Source: an optimization exercise on an open RTL-to-GDS flow (aim: small area, a short achievable clock period and few clock cycles per item). Production flows keep margins and buffers that such runs may drop. In this exercise RTL edits were held to simulation tests only and were not proved equivalent to the original. Power and IR drop assume default switching activity.

==> build 8: inputs <==
Design nlc_top, start of the top module:
module nlc_top (
	input  wire                                          clk,
	input  wire                                          reset,
	input  wire                                          wb_cyc_i,
	input  wire                                          wb_stb_i,
	input  wire                                          wb_we_i,
	input  wire [nlc_pkg::ADR_W-1:0]                     wb_adr_i,
	input  wire [nlc_pkg::WORD_W-1:0]                    wb_dat_i,
	output wire [nlc_pkg::WORD_W-1:0]                    wb_dat_o,
	output wire                                          wb_ack_o,
	input  wire                                          start_i,
	input  wire [nlc_pkg::NUM_CH*nlc_pkg::ADC_W-1:0]     x_adc_i,
	output wire                                          busy_o,
	output wire                                          done_o,
	output wire [nlc_pkg::NUM_CH*nlc_pkg::ADC_W-1:0]     x_lin_o
);
	logic                   en;
	logic [PH_W-1:0]        ph;
	logic [PH_W-1:0]        ph_nx;
	logic                   accept;
	logic                   waiting;
	logic                   first;
	logic                   run;
	logic [NUM_UNIT*32-1:0] tap;
	logic [NUM_CH*32-1:0]   c5;
	logic [NUM_CH*16-1:0]   x_q;
	logic [NUM_CH*16-1:0]   x_cur;
	logic                   ld_sb, ld_c5a, ld_c5b, ld_m1, cap, last;
	nlc_step_counter step_counter_i (
		.clk     (clk),
		.en_i    (en),
		.ph_o    (ph),
		.ph_nx_o (ph_nx)
	);
  ...
Settings: LEC_CHECK=0, CAP_MARGIN=30, CORE_MARGIN=2, CORE_UTILIZATION=50, CTS_CLUSTER_DIAMETER=90, CTS_CLUSTER_SIZE=20, PLACE_DENSITY=0.6, SLEW_MARGIN=30; clock period 10.0 ns.
standard.sh (not shown) runs the stock make flow with config.mk's settings and CLKGATE_MAP_FILE= SYNTH_SCRIPT=/design/flow/synth_recipe.tcl, a recipe that flattens the netlist after the stock synthesis.
==> flow/flow/run.sh <==
#!/bin/bash
set -euo pipefail
SETUP_MARGIN=6.2
bash standard.sh SETUP_SLACK_MARGIN=$SETUP_MARGIN MAX_REPAIR_ANTENNAS_ITER_DRT=10 finish > standard_make.log 2>&1
==> trial 97 (differences from build 8) <==
==> flow/flow/run.sh (replaced) <==
#!/bin/bash
set -euo pipefail
SETUP_MARGIN=6.45
bash standard.sh SETUP_SLACK_MARGIN=$SETUP_MARGIN MAX_REPAIR_ANTENNAS_ITER_DRT=10 finish > standard_make.log 2>&1
Settings changed: CORE_UTILIZATION 50 to 45, PLACE_DENSITY 0.6 to 0.55.
==> flow_summary.yaml <==
pwr:
  p_sw_mw: 49.2
  clock_power_share: 0.165
finish:
  clkbuf_count: 717
  nNetsFinal: 37100
  seqCellArea_mm2: 0.192
floorplanning:
  num_rows: 326
critical_path:
  cp_cell_sequence: "buf_12 -> buf_4 -> mux4_2 -> mux4_2 -> a21oi_1 -> o21ai_0 -> o221a_2"
clock_network:
  clkLatencyLatePin_ns: 1.14
outcome:
  outcome: "timing/DRC/antenna clean"
grt:
  grt_max_degree: 211
The numbers above come from build 8.

==> flow_summary.yaml <==
clock_network:
  clkLatencyLatePin_ns: 1.19
pwr:
  clock_power_share: 0.153
critical_path:
  cp_cell_sequence: "fa_1 -> ha_4 -> a21o_1 -> a21o_1 -> a21o_1 -> o21ai_2 -> o31ai_4 -> o211ai_1 -> a21oi_4 -> buf_6 -> buf_6 -> mux2_4 -> and3_4 -> buf_12"
finish:
  clkbuf_count: 699
outcome:
  outcome: "timing/DRC/antenna clean"
The numbers above come from trial 97.

Testbench counts of build 8, summed over its fixed seeds: cycles 2,704, conversions 192.
Testbench counts of trial 97, summed over its fixed seeds: cycles 2,704, conversions 192.


==> 11-15: inputs <==
nlc_top, a different RTL version from the one above (not shown whole).
==> module nlc_top, before the edit <==
module nlc_top (
	input  wire                                          clk,
	input  wire                                          reset,
	input  wire                                          wb_cyc_i,
	input  wire                                          wb_stb_i,
	input  wire                                          wb_we_i,
	input  wire [nlc_pkg::ADR_W-1:0]                     wb_adr_i,
	input  wire [nlc_pkg::WORD_W-1:0]                    wb_dat_i,
	output wire [nlc_pkg::WORD_W-1:0]                    wb_dat_o,
	output wire                                          wb_ack_o,
	input  wire                                          start_i,
	input  wire [nlc_pkg::NUM_CH*nlc_pkg::ADC_W-1:0]     x_adc_i,
	output wire                                          busy_o,
	output wire                                          done_o,
	output wire [nlc_pkg::NUM_CH*nlc_pkg::ADC_W-1:0]     x_lin_o
);
	logic                   en;
	logic [PH_W-1:0]        ph;
	logic [PH_W-1:0]        ph_nx;
	logic                   accept;
	logic                   waiting;
	logic                   first;
	logic                   run;
	logic [NUM_UNIT*32-1:0] tap;
	logic [NUM_CH*32-1:0]   c5;
	logic [NUM_CH*16-1:0]   x_q;
	logic [NUM_CH*16-1:0]   x_cur;
	logic                   ld_sb, ld_c5a, ld_c5b, ld_m1, cap, last;
	nlc_step_counter step_counter_i (
		.clk     (clk),
		.en_i    (en),
		.ph_o    (ph),
		.ph_nx_o (ph_nx)
	);
	nlc_seq_fsm seq_fsm_i (
		.clk      (clk),
		.reset    (reset),
		.start_i  (start_i),
		.ph_i     (ph),
		.accept_o (accept),
		.wait_o   (waiting),
		.first_o  (first),
		.run_o    (run),
		.busy_o   (busy_o),
		.done_o   (done_o)
	);
	nlc_param_bank param_bank_i (
		.clk      (clk),
		.reset    (reset),
		.wb_cyc_i (wb_cyc_i),
		.wb_stb_i (wb_stb_i),
		.wb_we_i  (wb_we_i),
		.wb_adr_i (wb_adr_i),
		.wb_dat_i (wb_dat_i),
		.wb_dat_o (wb_dat_o),
		.wb_ack_o (wb_ack_o),
		.busy_i   (busy_o),
		.turn_i   (waiting || run),
		.ph_i     (ph),
		.ph_nx_i  (ph_nx),
		.en_o     (en),
		.tap_o    (tap),
		.c5_o     (c5)
	);
	always_comb begin
		for (int ch = 0; ch < NUM_CH; ch++) begin
			x_cur[ch*16 +: 16] = accept ? x_adc_i[ch*ADC_W +: 16] : x_q[ch*16 +: 16];
		end
	end
	always_ff @(posedge clk) begin
		x_q <= x_cur;
	end
	assign ld_sb  = run && (ph == PH_W'(1));
	assign ld_c5a = run && (ph == PH_W'(2));
	assign ld_c5b = run && (ph == PH_W'(3));
	assign ld_m1  = run && (ph >= PH_W'(4)) && (ph <= PH_W'(11));
	assign cap    = run && ((ph == PH_W'(3)) || (ph == PH_W'(4)));
	assign last   = run && (ph == PH_W'(RING_LEN - 1));
	for (genvar u = 0; u < NUM_UNIT; u++) begin : g_unit
		logic [15:0] one, two, neg;
		logic [31:0] r;
		logic [31:0] rn;
		logic [31:0] rs;
		logic [20:0] ya_q;
		logic [20:0] yb_q;
		nlc_operand_store operand_store_i (
			.clk      (clk),
			.ld_sa_i  (first),
			.ld_sb_i  (ld_sb),
			.ld_c5a_i (ld_c5a),
			.ld_c5b_i (ld_c5b),
			.ld_m1_i  (ld_m1),
			.cap_i    (cap),
			.xa_i     (x_cur[(2*u)*16 +: 16]),
			.xb_i     (x_q[(2*u+1)*16 +: 16]),
			.c5a_i    (c5[(2*u)*32 +: 32]),
			.c5b_i    (c5[(2*u+1)*32 +: 32]),
			.r_i      (r),
			.one_o    (one),
			.two_o    (two),
			.neg_o    (neg)
		);
		nlc_mac_pipe mac_pipe_i (
			.clk (clk),
			.a   (r),
			.an  (rn),
			.one (one),
			.two (two),
			.neg (neg),
			.c   (tap[u*32 +: 32]),
			.r   (r),
			.rn  (rn),
			.rs  (rs)
		);
		always_ff @(posedge clk) begin
			ya_q <= {{5{r[31]}}, r[31:16]};
			yb_q <= last ? {{5{rs[31]}}, rs[31:16]} : '0;
		end
		assign x_lin_o[(2*u)*ADC_W +: ADC_W]   = ya_q;
		assign x_lin_o[(2*u+1)*ADC_W +: ADC_W] = yb_q;
	end
endmodule
make LEC_CHECK=0 CAP_MARGIN=30 CORE_MARGIN=2 CORE_UTILIZATION=45 CTS_CLUSTER_DIAMETER=100 CTS_CLUSTER_SIZE=24 PLACE_DENSITY=0.55 SETUP_SLACK_MARGIN=5 SLEW_MARGIN=30 finish   # period 10.0 ns
run.sh (not shown) runs the stock make flow with config.mk's settings and CLKGATE_MAP_FILE= SYNTH_SCRIPT=/design/flow/synth_recipe.tcl, a recipe that flattens the netlist after the stock synthesis.
Stock flow here: none of the scripts above is used.
==> 05-06: changes against 11-15 <==
--- a/flow/design.v
+++ b/flow/design.v
@@ -1928,5 +1928,5 @@
 	logic [NUM_CH*16-1:0]   x_q;
 	logic [NUM_CH*16-1:0]   x_cur;
-	logic                   ld_sb, ld_c5a, ld_c5b, ld_m1, cap, last;
+	logic                   ld_sb, ld_c5a, ld_c5b, ld_m1, cap;
 	nlc_step_counter step_counter_i (
 		.clk     (clk),
@@ -1978,5 +1978,4 @@
 	assign ld_m1  = run && (ph >= PH_W'(4)) && (ph <= PH_W'(11));
 	assign cap    = run && ((ph == PH_W'(3)) || (ph == PH_W'(4)));
-	assign last   = run && (ph == PH_W'(RING_LEN - 1));
 	for (genvar u = 0; u < NUM_UNIT; u++) begin : g_unit
 		logic [15:0] one, two, neg;
@@ -1985,5 +1984,4 @@
 		logic [31:0] rs;
 		logic [20:0] ya_q;
-		logic [20:0] yb_q;
 		nlc_operand_store operand_store_i (
 			.clk      (clk),
@@ -2017,8 +2015,7 @@
 		always_ff @(posedge clk) begin
 			ya_q <= {{5{r[31]}}, r[31:16]};
-			yb_q <= last ? {{5{rs[31]}}, rs[31:16]} : '0;
 		end
 		assign x_lin_o[(2*u)*ADC_W +: ADC_W]   = ya_q;
-		assign x_lin_o[(2*u+1)*ADC_W +: ADC_W] = yb_q;
+		assign x_lin_o[(2*u+1)*ADC_W +: ADC_W] = {{5{r[31]}}, r[31:16]};
 	end
 endmodule
==> flow/flow/run.sh (new file) <==
#!/bin/bash
set -euo pipefail
SETUP_MARGIN=6.3
bash standard.sh SETUP_SLACK_MARGIN=$SETUP_MARGIN MAX_REPAIR_ANTENNAS_ITER_DRT=10 finish > standard_make.log 2>&1
==> flow/standard.sh (new file) <==
#!/bin/bash
# synth_recipe.tcl (not shown) runs the flow's synth.tcl, then flattens the netlist and writes it again
# the make line also repeats each setting of config.mk as NAME=value (left out here)
make -C /OpenROAD-flow-scripts/flow DESIGN_CONFIG=/design/flow/config.mk WORK_HOME=/design/flow/orfs CLKGATE_MAP_FILE= SYNTH_SCRIPT=/design/flow/synth_recipe.tcl "${@:-finish}"
SETUP_SLACK_MARGIN = not set   (was 5)
removed: flow/run.sh
==> 05-12: changes against 11-15 <==
--- a/flow/design.v
+++ b/flow/design.v
@@ -1928,5 +1928,5 @@
 	logic [NUM_CH*16-1:0]   x_q;
 	logic [NUM_CH*16-1:0]   x_cur;
-	logic                   ld_sb, ld_c5a, ld_c5b, ld_m1, cap, last;
+	logic                   ld_sb, ld_c5a, ld_c5b, ld_m1, cap;
 	nlc_step_counter step_counter_i (
 		.clk     (clk),
@@ -1978,5 +1978,4 @@
 	assign ld_m1  = run && (ph >= PH_W'(4)) && (ph <= PH_W'(11));
 	assign cap    = run && ((ph == PH_W'(3)) || (ph == PH_W'(4)));
-	assign last   = run && (ph == PH_W'(RING_LEN - 1));
 	for (genvar u = 0; u < NUM_UNIT; u++) begin : g_unit
 		logic [15:0] one, two, neg;
@@ -1985,5 +1984,4 @@
 		logic [31:0] rs;
 		logic [20:0] ya_q;
-		logic [20:0] yb_q;
 		nlc_operand_store operand_store_i (
 			.clk      (clk),
@@ -2017,8 +2015,7 @@
 		always_ff @(posedge clk) begin
 			ya_q <= {{5{r[31]}}, r[31:16]};
-			yb_q <= last ? {{5{rs[31]}}, rs[31:16]} : '0;
 		end
 		assign x_lin_o[(2*u)*ADC_W +: ADC_W]   = ya_q;
-		assign x_lin_o[(2*u+1)*ADC_W +: ADC_W] = yb_q;
+		assign x_lin_o[(2*u+1)*ADC_W +: ADC_W] = {{5{r[31]}}, r[31:16]};
 	end
 endmodule
==> flow/flow/run.sh (new file) <==
#!/bin/bash
set -euo pipefail
SETUP_MARGIN=6.1
bash standard.sh SETUP_SLACK_MARGIN=$SETUP_MARGIN MAX_REPAIR_ANTENNAS_ITER_DRT=10 finish > standard_make.log 2>&1
==> flow/standard.sh (new file) <==
#!/bin/bash
# synth_recipe.tcl (not shown) runs the flow's synth.tcl, then flattens the netlist and writes it again
# the make line also repeats each setting of config.mk as NAME=value (left out here)
make -C /OpenROAD-flow-scripts/flow DESIGN_CONFIG=/design/flow/config.mk WORK_HOME=/design/flow/orfs CLKGATE_MAP_FILE= SYNTH_SCRIPT=/design/flow/synth_recipe.tcl "${@:-finish}"
CORE_UTILIZATION = 50   (was 45)
PLACE_DENSITY = 0.6   (was 0.55)
SETUP_SLACK_MARGIN = not set   (was 5)
removed: flow/run.sh
==> 03-26: changes against 11-15 <==
==> flow/flow/run.sh (new file) <==
#!/bin/bash
set -euo pipefail
SETUP_MARGIN=6.3
bash standard.sh SETUP_SLACK_MARGIN=$SETUP_MARGIN finish > standard_make.log 2>&1
==> flow/standard.sh (new file) <==
#!/bin/bash
# synth_recipe.tcl (not shown) runs the flow's synth.tcl, then flattens the netlist and writes it again
# the make line also repeats each setting of config.mk as NAME=value (left out here)
make -C /OpenROAD-flow-scripts/flow DESIGN_CONFIG=/design/flow/config.mk WORK_HOME=/design/flow/orfs CLKGATE_MAP_FILE= SYNTH_SCRIPT=/design/flow/synth_recipe.tcl "${@:-finish}"
SETUP_SLACK_MARGIN = not set   (was 5)
removed: flow/run.sh
==> qor summary <==
metric	05-06	11-15	05-12	03-26
Global-route wire length before repair	2010 mm	1930 mm	1950 mm	1990 mm
Clk power	17.9 mW	18.4 mW	17.6 mW	18.5 mW
Sink of the worst hold path	param_bank_i.g_ring[1].ring_q[208]$_DFFE_PN_	g_unit[0].ya_q[6]$_DFF_P_	g_unit[4].ya_q[2]$_DFF_P_	g_unit[0].ya_q[6]$_DFF_P_
Worst path setup slack after routing	5.96 ns	5.13 ns	5.87 ns	6.09 ns
Element type at the critical path end	register	register	register	output pin
Result of the run	timing/DRC/antenna clean	complete, but fails checks	timing/DRC/antenna clean	timing/DRC/antenna clean
Reasons for failing layout checks	-	antenna violations	-	-
Routed length on met2	617 mm	590 mm	568 mm	632 mm
Mux share of post-synthesis cell area	0.0270	0.0304	0.0270	0.0304
Later-pin clock latency in the skew report	1.17 ns	1.17 ns	1.11 ns	1.18 ns
Data arrival, critical path	5.07 ns	5.84 ns	5.08 ns	1.91 ns
Met1 track utilization from global routing	0.460	0.425	0.491	0.439
Clock-pin slew reported for the worst setup and hold paths after clock tree synthesis	0.09 ns	0.09 ns	0.10 ns	0.09 ns
Beginning of the worst register-to-register path	g_unit[6].mac_pipe_i.cs_q[25]$_DFF_P_	g_unit[0].mac_pipe_i.cs_q[11]$_DFF_P_	g_unit[6].mac_pipe_i.cs_q[25]$_DFF_P_	g_unit[1].mac_pipe_i.cs_q[8]$_DFF_P_
Multi-input combinational gate total	18372	18875	18368	18877
Slew @ Worst Pin	1.19 ns	1.17 ns	1.23 ns	1.20 ns
Sw frac	0.412	0.417	0.409	0.418
Testbench counts of 11-15, summed over its fixed seeds: cycles 2,704, conversions 192.
Testbench counts of 05-06, summed over its fixed seeds: cycles 2,704, conversions 192.
Testbench counts of 05-12, summed over its fixed seeds: cycles 2,704, conversions 192.
Testbench counts of 03-26, summed over its fixed seeds: cycles 2,704, conversions 192.

separate check: timing with driven ports:
The flow's constraints put no driver on any port. The routed layouts listed below were extracted and timed again, unchanged, in two steps.
Step 1: set_driving_cell puts a clkbuf_16 on clk and a buf_2 on each other input, an assumption about the parent block.
Step 2 adds t to the input delays and takes it off the output delays; t is the mean of the earliest and latest rising clock arrival at the registers after step 1. Input paths then give back, and output paths get back, about the clock's delay inside the block.
a / b / c = ideal / step 1 / step 2; a / b = the first two.
run	shift t [ns]	setup WS [ns]	cell pins on the clock port's net
build 8	1.249	6.018 / 5.987 / 4.738	1
trial 97	1.300	6.180 / 6.043 / 5.065	1
11-15	1.262	5.127 / 5.127 / 4.049	1
05-06	1.290	5.958 / 5.904 / 5.064	1
05-12	1.240	5.874 / 5.874 / 4.964	1
03-26	1.284	6.088 / 5.934 / 5.123	1
For build 8, which loses most, drivers alone change the setup slack by -0.031 ns; drivers and shift together by -1.280 ns.
